Source: an optimization exercise on an open RTL-to-GDS flow (aim: small area, a short achievable clock period and few clock cycles per item). Production flows keep margins and buffers that such runs may drop. In this exercise RTL edits were held to simulation tests only and were not proved equivalent to the original. Power and IR drop assume default switching activity.

==> flow/design.v (outline; a module is shown in full before it is edited, if it fits) <==
// module window_fetch: 161 lines
// module conv_engine: 149 lines
// module conv_mac: 2410 lines
// module pool_relu_writer: 92 lines
// module cnn_top: 81 lines
module cnn_top (
	input  wire                          clk,
	input  wire                          reset_b,
	input  wire                          run,
	output logic                         busy,
	output logic [cnn_pkg::addr_w-1:0]   input_sram_read_address,
	input  wire  [cnn_pkg::data_w-1:0]   input_sram_read_data,
	output logic [cnn_pkg::addr_w-1:0]   weights_sram_read_address,
	input  wire  [cnn_pkg::data_w-1:0]   weights_sram_read_data,
	output logic                         output_sram_write_enable,
	output logic [cnn_pkg::addr_w-1:0]   output_sram_write_address,
	output logic [cnn_pkg::data_w-1:0]   output_sram_write_data
);
  // ...
==> flow/flow/run.sh <==
#!/bin/bash
# Layout flow: the standard flow (standard.sh) with these changes:
#  - after synthesis, fa_polarity.py flips full adders to drop the
#    inverters Yosys leaves between them (same function, same registers);
#  - port buffers use a stronger cell;
#  - setup repair aims below the clock period;
#  - the clock tree uses clkbuf_8 below a clkbuf_16 root.
# Each tool's output goes to its own log in this folder.
set -e
R=$PWD/orfs/results/sky130hd/cnn_top/base
export BUFFER_PORTS_ARGS="-buffer_cell sky130_fd_sc_hd__buf_2"
export SETUP_SLACK_MARGIN=7.0
export CTS_ARGS="-sink_clustering_enable -repair_clock_nets -sink_clustering_size 20 -sink_clustering_max_diameter 50 -buf_list sky130_fd_sc_hd__clkbuf_8 -root_buf sky130_fd_sc_hd__clkbuf_16"
bash standard.sh $R/1_2_yosys.v > synth.log 2>&1
python3 flow/fa_polarity.py $R/1_2_yosys.v $R/1_2_yosys_pol.v > fa_polarity.log 2>&1
mv $R/1_2_yosys_pol.v $R/1_2_yosys.v
bash standard.sh > standard.log 2>&1
==> flow/flow/fa_polarity.py <==
#!/usr/bin/env python3
"""Remove inverters between full adders in a flat sky130 netlist.

A full adder is self-dual: FA(~a, ~b, ~c) = (~sum, ~carry). Flipping an
adder (complementing the values its pins carry) therefore leaves it the
same cell; only the inverters around it change. This pass chooses which
adders to flip so that fewer inverters are needed, then rewires: every
affected load reads either the source net or one shared inverter of it.
Registers and all other cells are left as they are.

usage: fa_polarity.py IN.v OUT.v
"""
import re
import sys

FA = re.compile(r"sky130_fd_sc_hd__fa_\d+$")
INV = re.compile(r"sky130_fd_sc_hd__(clk)?inv_\d+$")
OUTPINS = {"X", "Y", "Q", "Q_N", "SUM", "COUT", "HI", "LO"}

src = open(sys.argv[1]).read()
m = re.search(r"\bmodule\b.*?\bendmodule\b", src, re.S)
body = m.group(0)

cell_re = re.compile(r"^\s*(sky130_fd_sc_hd__\w+)\s+(\\\S+\s|\S+)\s*\((.*?)\);\s*$", re.S | re.M)
pin_re = re.compile(r"\.(\w+)\(\s*(.*?)\s*\)\s*(?:,|$)", re.S)

cells = []
for cm in cell_re.finditer(body):
    typ, name, pins = cm.group(1), cm.group(2), cm.group(3)
    conns = [(p, n.strip()) for p, n in pin_re.findall(pins)]
    cells.append({"type": typ, "name": name, "conns": conns, "span": cm.span()})

# nets used outside cell pins (assigns, ports): never rewire those
other = cell_re.sub("", body)
def norm(n):
    return n.strip()
protected = set()
for am in re.finditer(r"assign\s+(.*?)\s*=\s*(.*?);", other, re.S):
    for part in re.split(r"[{},]", am.group(1) + "," + am.group(2)):
        part = part.strip()
        if part:
            protected.add(part)
for pm in re.finditer(r"\b(input|output|inout)\b\s*(\[[^\]]*\])?\s*([^;]+);", other):
    for part in pm.group(3).split(","):
        protected.add(part.strip())
def is_protected(net):
    base = net.split("[")[0].strip()
    return net in protected or base in protected

driver = {}
loads = {}
for i, c in enumerate(cells):
    for p, n in c["conns"]:
        if p in OUTPINS:
            driver[n] = (i, p)
        else:
            loads.setdefault(n, []).append((i, p))

fa_ids = [i for i, c in enumerate(cells) if FA.match(c["type"])]
fa_set = set(fa_ids)
inv_in = {}      # inverter cell index -> input net
for i, c in enumerate(cells):
    if INV.match(c["type"]):
        d = dict(c["conns"])
        inv_in[i] = d["A"]

def inv_ok(i):
    """An inverter we may fold: its output is rewired freely."""
    c = cells[i]
    y = dict(c["conns"])["Y"]
    return not is_protected(y)

# Logical view of each load pin: (source net, parity)
def source_of(net):
    d = driver.get(net)
    if d and d[0] in inv_in and inv_ok(d[0]):
        s = inv_in[d[0]]
        dd = driver.get(s)
        if dd and dd[0] in inv_in:
            return net, 0          # double inverter: leave alone
        return s, 1
    return net, 0

# FA output nets that may be flipped
flippable = set()
for i in fa_ids:
    d = dict(cells[i]["conns"])
    if not (is_protected(d["SUM"]) or is_protected(d["COUT"])):
        flippable.add(i)

# Load pins whose connection we rewrite: FA inputs, and any load of an
# FA output net or of a foldable inverter fed by such a net
touched = []   # (cell, pin, source net, parity)
for i, c in enumerate(cells):
    if i in inv_in and inv_ok(i):
        continue
    for p, n in c["conns"]:
        if p in OUTPINS:
            continue
        s, par = source_of(n)
        dr = driver.get(s)
        src_fa = dr[0] if dr and dr[0] in fa_set else None
        if i in fa_set or src_fa is not None or par == 1:
            touched.append((i, p, s, par, src_fa))

def flipval(fa, f):
    return f.get(fa, 0) if fa is not None else 0

def cost(f):
    need = set()
    for i, p, s, par, sfa in touched:
        q = par ^ flipval(sfa, f) ^ (f.get(i, 0) if i in fa_set else 0)
        if q:
            need.add(s)
    return len(need)

f = {}
# incidence for local search
by_fa = {}
for t in touched:
    i, p, s, par, sfa = t
    if i in fa_set:
        by_fa.setdefault(i, []).append(t)
    if sfa is not None:
        by_fa.setdefault(sfa, []).append(t)
net_need = {}
def q_of(t):
    i, p, s, par, sfa = t
    return par ^ flipval(sfa, f) ^ (f.get(i, 0) if i in fa_set else 0)
for t in touched:
    if q_of(t):
        net_need[t[2]] = net_need.get(t[2], 0) + 1
def nets_needing():
    return sum(1 for v in net_need.values() if v > 0)
start = nets_needing()
improved = True
passes = 0
while improved and passes < 50:
    improved = False
    passes += 1
    for x in fa_ids:
        if x not in flippable:
            continue
        ts = by_fa.get(x, [])
        before = {}
        for t in ts:
            before.setdefault(t[2], 0)
        old = sum(1 for s in before if net_need.get(s, 0) > 0)
        for t in ts:
            if q_of(t):
                net_need[t[2]] -= 1
        f[x] = 1 - f.get(x, 0)
        for t in ts:
            if q_of(t):
                net_need[t[2]] = net_need.get(t[2], 0) + 1
        new = sum(1 for s in before if net_need.get(s, 0) > 0)
        if new < old:
            improved = True
        else:
            for t in ts:
                if q_of(t):
                    net_need[t[2]] -= 1
            f[x] = 1 - f[x]
            for t in ts:
                if q_of(t):
                    net_need[t[2]] = net_need.get(t[2], 0) + 1
end = nets_needing()

# Rewire
def esc(n):
    return n + " " if n.startswith("\\") else n
newinv = {}
added = []
def inv_net(s):
    if s not in newinv:
        k = len(newinv)
        nn = f"fa_pol_n{k}"
        newinv[s] = nn
        added.append(f"  wire {nn};\n  sky130_fd_sc_hd__inv_1 fa_pol_i{k} (\n    .A({esc(s)}),\n    .Y({nn})\n  );\n")
    return newinv[s]
conn_new = {}
for t in touched:
    i, p, s, par, sfa = t
    conn_new[(i, p)] = inv_net(s) if q_of(t) else s
removed = set()
for i in inv_in:
    if not inv_ok(i):
        continue
    y = dict(cells[i]["conns"])["Y"]
    still = [l for l in loads.get(y, []) if (l[0], l[1]) not in conn_new]
    if not still:
        removed.add(i)

out = []
pos = 0
for i, c in enumerate(cells):
    a, b = c["span"]
    out.append(body[pos:a])
    pos = b
    if i in removed:
        continue
    text = body[a:b]
    if any((i, p) in conn_new for p, _ in c["conns"]):
        parts = []
        for p, n in c["conns"]:
            parts.append(f"    .{p}({esc(conn_new.get((i, p), n))})")
        text = f"\n  {c['type']} {c['name'].strip()} (\n" + ",\n".join(parts) + "\n  );"
    out.append(text)
out.append(body[pos:])
newbody = "".join(out)
newbody = newbody.replace("endmodule", "".join(added) + "endmodule")
open(sys.argv[2], "w").write(src[:m.start()] + newbody + src[m.end():])
sys.stderr.write(f"fa_polarity: {len(fa_ids)} adders, {sum(f.values())} flipped, "
                 f"inverters needed {start} -> {end}, removed {len(removed)}, added {len(added)}\n")
==> flow/standard.sh <==
#!/bin/bash
# synth_recipe.tcl (not shown) runs the flow's synth.tcl, then flattens the netlist and writes it again
# the make line also repeats each setting of config.mk as NAME=value (left out here)
make -C /OpenROAD-flow-scripts/flow DESIGN_CONFIG=/design/flow/config.mk WORK_HOME=/design/flow/orfs CLKGATE_MAP_FILE= SYNTH_SCRIPT=/design/flow/synth_recipe.tcl "${@:-finish}"
==> flow/config.mk <==
export PLATFORM = sky130hd
export DESIGN_NAME = cnn_top
export DESIGN_NICKNAME = cnn_top
export VERILOG_FILES = /design/flow/design.v
export SDC_FILE = /design/flow/constraint.sdc
export NUM_CORES = 4
export LEC_CHECK = 0
export CAP_MARGIN = 20
export CORE_MARGIN = 2
export CORE_UTILIZATION = 45
export SLEW_MARGIN = 20
==> flow/constraint.sdc <==
create_clock -name core_clock -period 10.0 [get_ports {clk}]
set_input_delay 2.0000 -clock core_clock [delete_from_list [all_inputs] [get_ports {clk}]]
set_output_delay 2.0000 -clock core_clock [all_outputs]
set_load 0.01 [all_outputs]
==> run summary, run 1 <==
outcome complete, no violations; Area Growth Syn to Fin 10.4%; Largest regs conv_i.dline: 144 flops, conv_i.k: 72 flops, conv_i.ps: 36 flops; CTS max path bufs 3; Clock Tree Root clkbuf_16; multi-input combinational area share 47.8%; CP Capture Type primary output; internal reg-to-reg setup slack 7.05 ns; Tot Pwr 4710 uW; Worst R2R Path Depth 4; worst setup path end input_sram_read_address[9]; max-slew violations 0; HP Class reg2reg; Tapcells 940; drt wl/cell 27.2 um; Signal buffers 166; Initial Utilization 45.5%; startpoint types flip-flop; worst r2r dst conv_i.mac_i.r3_6_7; placed cell count 3632; Worst path depth 1; clock share of power 39.3%; Synth Cell Area 32000 um^2; layout cells sized above 1 12.6%; Pint 3480 uW; Biggest consumer sequential cells; GR peak layer met2; hold path start conv_i.dline[2][10]; CP Class reg2out; vias per std cell 6.26; share of power burned in registers 57.5%; top routing layer in use met4; syn avg cell area 11.2 um^2; NetSw 1230 uW; M2 GR Usage 47.5%; Area after DPL 32700 um^2
Testbench counts, summed over its fixed seeds: cycles 83,542, windows 19,159.
==> run 2: changes to the inputs <==
--- a/flow/flow/run.sh
+++ b/flow/flow/run.sh
@@ -5,4 +5,3 @@
 #  - port buffers use a stronger cell;
-#  - setup repair aims below the clock period;
-#  - the clock tree uses clkbuf_8 below a clkbuf_16 root.
+#  - setup repair aims below the clock period.
 # Each tool's output goes to its own log in this folder.
@@ -12,3 +11,2 @@
 export SETUP_SLACK_MARGIN=7.0
-export CTS_ARGS="-sink_clustering_enable -repair_clock_nets -sink_clustering_size 20 -sink_clustering_max_diameter 50 -buf_list sky130_fd_sc_hd__clkbuf_8 -root_buf sky130_fd_sc_hd__clkbuf_16"
 bash standard.sh $R/1_2_yosys.v > synth.log 2>&1
--- a/flow/config.mk
+++ b/flow/config.mk
@@ -9,3 +9,6 @@
 export CORE_MARGIN = 2
-export CORE_UTILIZATION = 45
+export CORE_UTILIZATION = 30
+export CTS_CLUSTER_DIAMETER = 60
+export CTS_CLUSTER_SIZE = 25
+export PLACE_DENSITY = 0.45
 export SLEW_MARGIN = 20
==> run summary, run 2 <==
RSZ-0062 raised after global routing true; clock latency (worst-skew pair) 0.70 ns; gr ovfl total 0; clk slew on worst S/H paths 0.08 ns; Top Family by Delay on Critical Path flip-flops; Setup Skew 0.0593 ns; DRC Markers 0; Fillers 10400; DR iter-0 viols 4052; fmax 315 MHz; post-route core utilization 35.0%; post-DP HPWL 97400 um; H-tree depth 2; CP Class reg2out; io pins 89; syn avg cell area 11.2 um^2 (unchanged); via count 24400; arrival time worst endpoint 1.18 ns; CTS tree built; most common cell after layout, fill and taps aside dfxtp_1; Die Y 331 um; Ys Warns 6; Sum Neg Setup Slack 0 ns; drt wl/cell 29.0 um (+6.8%); Cell Pwr Density 145 nW/um^2; Top reg by flops conv_i.dline; RR Startpoint conv_i.sb[5]; Least-Margin Pin Slew 1.07 ns; most frequent cells in the layout dfxtp_1, fa_1, a222oi_1; startpoint types flip-flop; first-pass GRT wire length 180000 um; Final Cycle Share 31.8%; worst setup path end input_sram_read_address[1]; GPL Wtd Cong 0.974; Place WS 6.43 ns; Layout Cells excl Fill 4306; critical path startpoint fetch_i.addr[1]; CP max FO 2; initial antenna violation count 5; CTS Sinks 632; Initial Utilization 30.3% (-15 points); CTS max path bufs 3 (unchanged); max reg flops 144; layout cells sized above 1 14.6% (+2.0 points); vias per std cell 5.66 (-9.5%); gr usage total 22.7%; Buf/Inv on CP 1; Worst R2R Path Depth 4 (unchanged); maximum VDD drop 113 uV; max_cap viols 0; final count of hold timing violations 0; vias in the first global route 25300; Largest regs conv_i.dline: 144 flops, conv_i.k: 72 flops, conv_i.ps: 36 flops; total CTS buffers 57; # port buffers 77; outcome complete, no violations; Synth Cell Area 32000 um^2 (unchanged); internal reg-to-reg setup slack 6.98 ns (-0.07 ns); row count 119; final wirelength 125000 um; max-slew violations 0 (unchanged); slack of the critical path 6.82 ns; critical path, cell by cell buf_6; Die W 331 um; antenna-violating nets left 0; total die area 109000 um^2; slowest CP cell dfxtp_4; CP Capture Type primary output; worst r2r dst conv_i.mac_i.r3_11_8; CP max stage delay 0.37 ns; largest net degree at the start of global routing 65; Critical Path RT 8.00 ns; Area Growth Syn to Fin 15.4%; placed cell count 4086 (+13%); Slew Limit Headroom 28.8%; DR pass1 iterations 14; Core Box Area 106000 um^2; setup violators final 0; HP Class reg2reg; Clock Tree Root clkbuf_16; Worst path depth 1 (unchanged); minimum clock period 3.18 ns; Lkg Pwr 0.0130 uW; Post-Synthesis Cells 2860; Post-layout nets 3325
==> run 2: changes by cell type in the layout (fill, tap and decap cells not counted), sizes merged <==
| cell | before | now |
|---|---|---|
| clkinvlp | 6 | 2 |
| inv | 208 | 206 |
| buf | 165 | 200 |
| clkbuf | 64 | 62 |
| bufinv | 2 | 3 |
==> run 2: what timing repair did <==
item                                   in CTS  in global routing
pin swaps                                  21                 59
hold buffers                                0                  0
gates resized for setup                    89                 71
setup buffers                              76                 33
gates cloned                                0                  0
endpoints found under the hold margin       0                  0
setup endpoints to repair                  94                 92
==> run 2: power breakdown <==
group / switching, uW / total, uW / leakage (uW) / internal, uW
Clock: 1220 / 2470 / 0.00104 / 1250
Sequential: 77.7 / 2710 / 0.00529 / 2630
Combinational: 97.4 / 170 / 0.00667 / 72.4
Total: 1390 / 5350 / 0.0130 / 3960
==> run 2: cell type report <==
class,count,area (um^2),area share (%)
multi-input cells,1790,17000,45.9
repair buffers,200,1690,4.57
well taps,1391,1740,4.71
inverters,182,683,1.85
clock inverters,46,689,1.87
clock buffers,62,1480,4.00
flip-flops and latches,632,13700,37.0
diodes,3,7.51,0.0203
==> run 2: per-layer routing <==
metal | vias up | global-route usage [%] | share of wire [%] | routed length (um)
li1 | 10400 | - | - | -
met1 | 12300 | 27.8 | 40 | 49400
met2 | 1305 | 38.9 | 48 | 60200
met3 | 338 | 4.89 | 7.9 | 9900
met4 | 2 | 8.67 | 4.4 | 5450
met5 | - | 0 | 0.010 | 13
==> run 2: worst min-delay path by stage <==
stage	cells past startpoint	start	endpoint
6_report	0	conv_i.mlast_d[1]	conv_i.mlast_d[2]
5_1_grt	0	conv_i.dline[0][2]	conv_i.dline[1][2]
4_1_cts	0	conv_i.mlast_d[1]	conv_i.mlast_d[2]
3_5_place_dp	0	conv_i.dline[1][13]	conv_i.dline[2][13]
3_3_place_gp	0	conv_i.mlast_d[0]	conv_i.mlast_d[1]
2_1_floorplan	0	conv_i.dline[0][0]	conv_i.dline[1][0]
==> run 2: stage by stage <==
step	power, uW	cell area [um^2]	hold WS [ns]
floorplan	2840	32100	0.310
global placement	2910	33300	0.312
CTS	5420	36400	0.324
detailed placement	2920	33300	0.312
global route	5550	36900	0.328
finish	5350	36900	0.324
==> run 3: changes to the inputs <==
--- a/flow/flow/run.sh
+++ b/flow/flow/run.sh
@@ -5,3 +5,4 @@
 #  - port buffers use a stronger cell;
-#  - setup repair aims below the clock period.
+#  - setup repair aims below the clock period;
+#  - the clock tree uses clkbuf_8 below a clkbuf_16 root.
 # Each tool's output goes to its own log in this folder.
@@ -11,2 +12,3 @@
 export SETUP_SLACK_MARGIN=7.0
+export CTS_ARGS="-sink_clustering_enable -repair_clock_nets -sink_clustering_size 18 -sink_clustering_max_diameter 45 -buf_list sky130_fd_sc_hd__clkbuf_8 -root_buf sky130_fd_sc_hd__clkbuf_16"
 bash standard.sh $R/1_2_yosys.v > synth.log 2>&1
--- a/flow/config.mk
+++ b/flow/config.mk
@@ -9,6 +9,3 @@
 export CORE_MARGIN = 2
-export CORE_UTILIZATION = 30
-export CTS_CLUSTER_DIAMETER = 60
-export CTS_CLUSTER_SIZE = 25
-export PLACE_DENSITY = 0.45
+export CORE_UTILIZATION = 50
 export SLEW_MARGIN = 20
==> run summary, run 3 <==
Finished Cell Area 35500 um^2 (-3.8%); Initial Utilization 50.6% (+20 points); antenna-violating nets left 0 (unchanged); Die W 257 um (-22%); Cell Pwr Density 142 nW/um^2 (-1.8%); Slew Limit Headroom 27.2% (-1.6 points); Core Box Area 63200 um^2 (-40%); metal2 WL 49900 um (-17%); DR WL met3 10200 um (+2.9%); max-slew violations 0 (unchanged); arrival time worst endpoint 1.10 ns (-0.08 ns); fmax 323 MHz (+2.5%); layout cells sized above 1 13.5% (-1.0 points); Area Growth Syn to Fin 11.0%; most frequent cells in the layout dfxtp_1, fa_1, a222oi_1; CTS Sinks 632 (unchanged); internal reg-to-reg setup slack 7.02 ns (+0.04 ns); total die area 66100 um^2 (-40%); DRC Markers 0 (unchanged); final count of hold timing violations 0 (unchanged); CTS tree built; CP Capture Type primary output; syn avg cell area 11.2 um^2 (unchanged); via count 24100 (-1.3%); # port buffers 77 (unchanged); Setup Skew 0.0390 ns (-0.0203 ns); initial antenna violation count 2 (-3); Synth Cell Area 32000 um^2 (unchanged); Fillers 5260 (-49%); Final Cycle Share 31.0% (-0.79 points); gr ovfl total 0 (unchanged); top routing layer in use met4; Critical Path RT 8.00 ns (about the same); Lkg Pwr 0.0127 uW (-2.3%); critical path, cell by cell buf_6; Least-Margin Pin Slew 1.09 ns (+0.0196 ns); GPL Wtd Cong 0.993 (+1.9%); area taken by multi-input logic gates 16900 um^2 (-0.15%); slowest CP cell dfxtp_4; HP Class reg2reg; row count 92 (-23%); outcome complete, no violations; Clock Tree Root clkbuf_16; CP max stage delay 0.37 ns (about the same); final wirelength 106000 um (-15%); Largest regs conv_i.dline: 144 flops, conv_i.k: 72 flops, conv_i.ps: 36 flops; Ys Warns 6 (unchanged); setup violators final 0 (unchanged); CTS max path bufs 3 (unchanged); RSZ-0062 raised after global routing true; total CTS buffers 75 (+32%); minimum clock period 3.10 ns (-0.0789 ns); most common cell after layout, fill and taps aside dfxtp_1; vias per std cell 6.42 (+13%); Die Y 257 um (-22%); post-DP HPWL 83300 um (-14%); CP Class reg2out; diode count 0 (-3); Post-Synthesis Cells 2860 (unchanged); DR iter-0 viols 4418 (+9.0%); Top Family by Delay on Critical Path flip-flops; max_cap viols 0 (unchanged); clk slew on worst S/H paths 0.10 ns (+0.02 ns); Post-layout nets 3302 (-0.69%); first-pass GRT wire length 156000 um (-13%); Top reg by flops conv_i.dline; H-tree depth 3 (+1); io pins 89 (unchanged); met1 WL 41700 um (-16%); vias in the first global route 24100 (-4.5%); Register Area 13700 um^2 (-0.18%); CP max FO 2 (unchanged); drt wl/cell 28.3 um (-2.6%); Buf/Inv on CP 1 (unchanged); Sum Neg Setup Slack 0 ns (unchanged); Area after DPL 32500 um^2 (-2.2%); max reg flops 144 (unchanged); startpoint types flip-flop; gr usage total 31.8% (+9.2 points); clock latency (worst-skew pair) 0.61 ns (-0.09 ns); largest net degree at the start of global routing 55 (-15%); maximum VDD drop 137 uV (+22%); DR pass1 iterations 14 (unchanged)
==> run 3: timing repair <==
| action | 4_1_cts | 5_1_grt |
|---|---|---|
| hold buffers | 0 | 0 |
| endpoints found under the setup margin | 63 | 80 |
| setup buffers | 41 | 32 |
| pin swaps | 4 | 28 |
| gates cloned | 0 | 0 |
| resized for setup | 83 | 43 |
==> run 3: area by class of cell <==
cell class	instances	share of cell area, %
inverter	182	1.92
clock inverter	63	2.13
tap	846	2.98
multi-input combinational	1790	47.7
sequential	632	38.5
clock buffer	77	3.27
timing repair buffer	159	3.54
==> run 3: path summary, 6_finish.rpt <==
| path | from | to | depth (start not counted) |
|---|---|---|---|
| worst max-delay path | fetch_i.addr[10] | input_sram_read_address[10] | 1 |
| worst min-delay path | conv_i.dline[0][10] | conv_i.dline[1][10] | 0 |
| worst max register to register | conv_i.k[5] | conv_i.mac_i.r3_7_8 | 4 |
| worst min register to register | conv_i.dline[0][10] | conv_i.dline[1][10] | 0 |
==> run 3: metrics by stage <==
step	total power (uW)	hold slack, ns	setup slack (ns)	utilization, %	cells
final	5050	0.324	6.90	56.2	3749
after global routing	5240	0.322	6.86	56.2	3749
after CTS	5100	0.326	6.87	55.5	3717
after detailed placement	2910	0.312	6.24	51.5	3536
after global placement	2900	0.310	6.34	51.5	3536
after floorplan	2840	0.310	6.82	-	2870
==> run 3: routing by layer <==
metal  vias to the layer above  global-route usage, %
met1                     12000                   41.6
met4                         0                   12.6
met5                         -                      0
li1                      10400                      -
met2                      1406                   52.0
met3                       275                   6.62
==> run 3: power by group <==
part / leakage, uW / internal (uW) / switching, uW / total (uW)
Clock: 0.000966 / 1060 / 1120 / 2180
Sequential: 0.00528 / 2630 / 76.6 / 2710
Combinational: 0.00645 / 71.1 / 89.0 / 160
Total: 0.0127 / 3760 / 1290 / 5050

-- port drivers added, routing unchanged --
No port has a modelled driver above. Below, the same layouts with a new extraction and two added sets of constraints. Step 1 assumes that a clkbuf_16 drives the clock port and a buf_2 every other input. Step 2 moves the port delays by t, midway between the first and last clock arrival at a register: inputs arrive t later, outputs are due t later. That takes back most of the time a late clock gives input paths. Three values: no drivers, after step 1, after step 2; two values: the first two.
run	shift t [ns]	setup slack, ns	worst hold slack (ns)	latest minus earliest clock arrival (ns)
run 1	0.659	6.891 / 6.831 / 6.485	0.311 / 0.311 / 0.311	0.058 / 0.059
run 2	0.743	6.822 / 6.752 / 6.486	0.324 / 0.324 / 0.324	0.060 / 0.060
run 3	0.659	6.901 / 6.836 / 6.539	0.324 / 0.324 / 0.324	0.039 / 0.039
After both steps setup and hold are still met in every run listed. The setup slack of run 1, which loses most, moves by -0.060 ns with the drivers and by -0.406 ns with both steps.
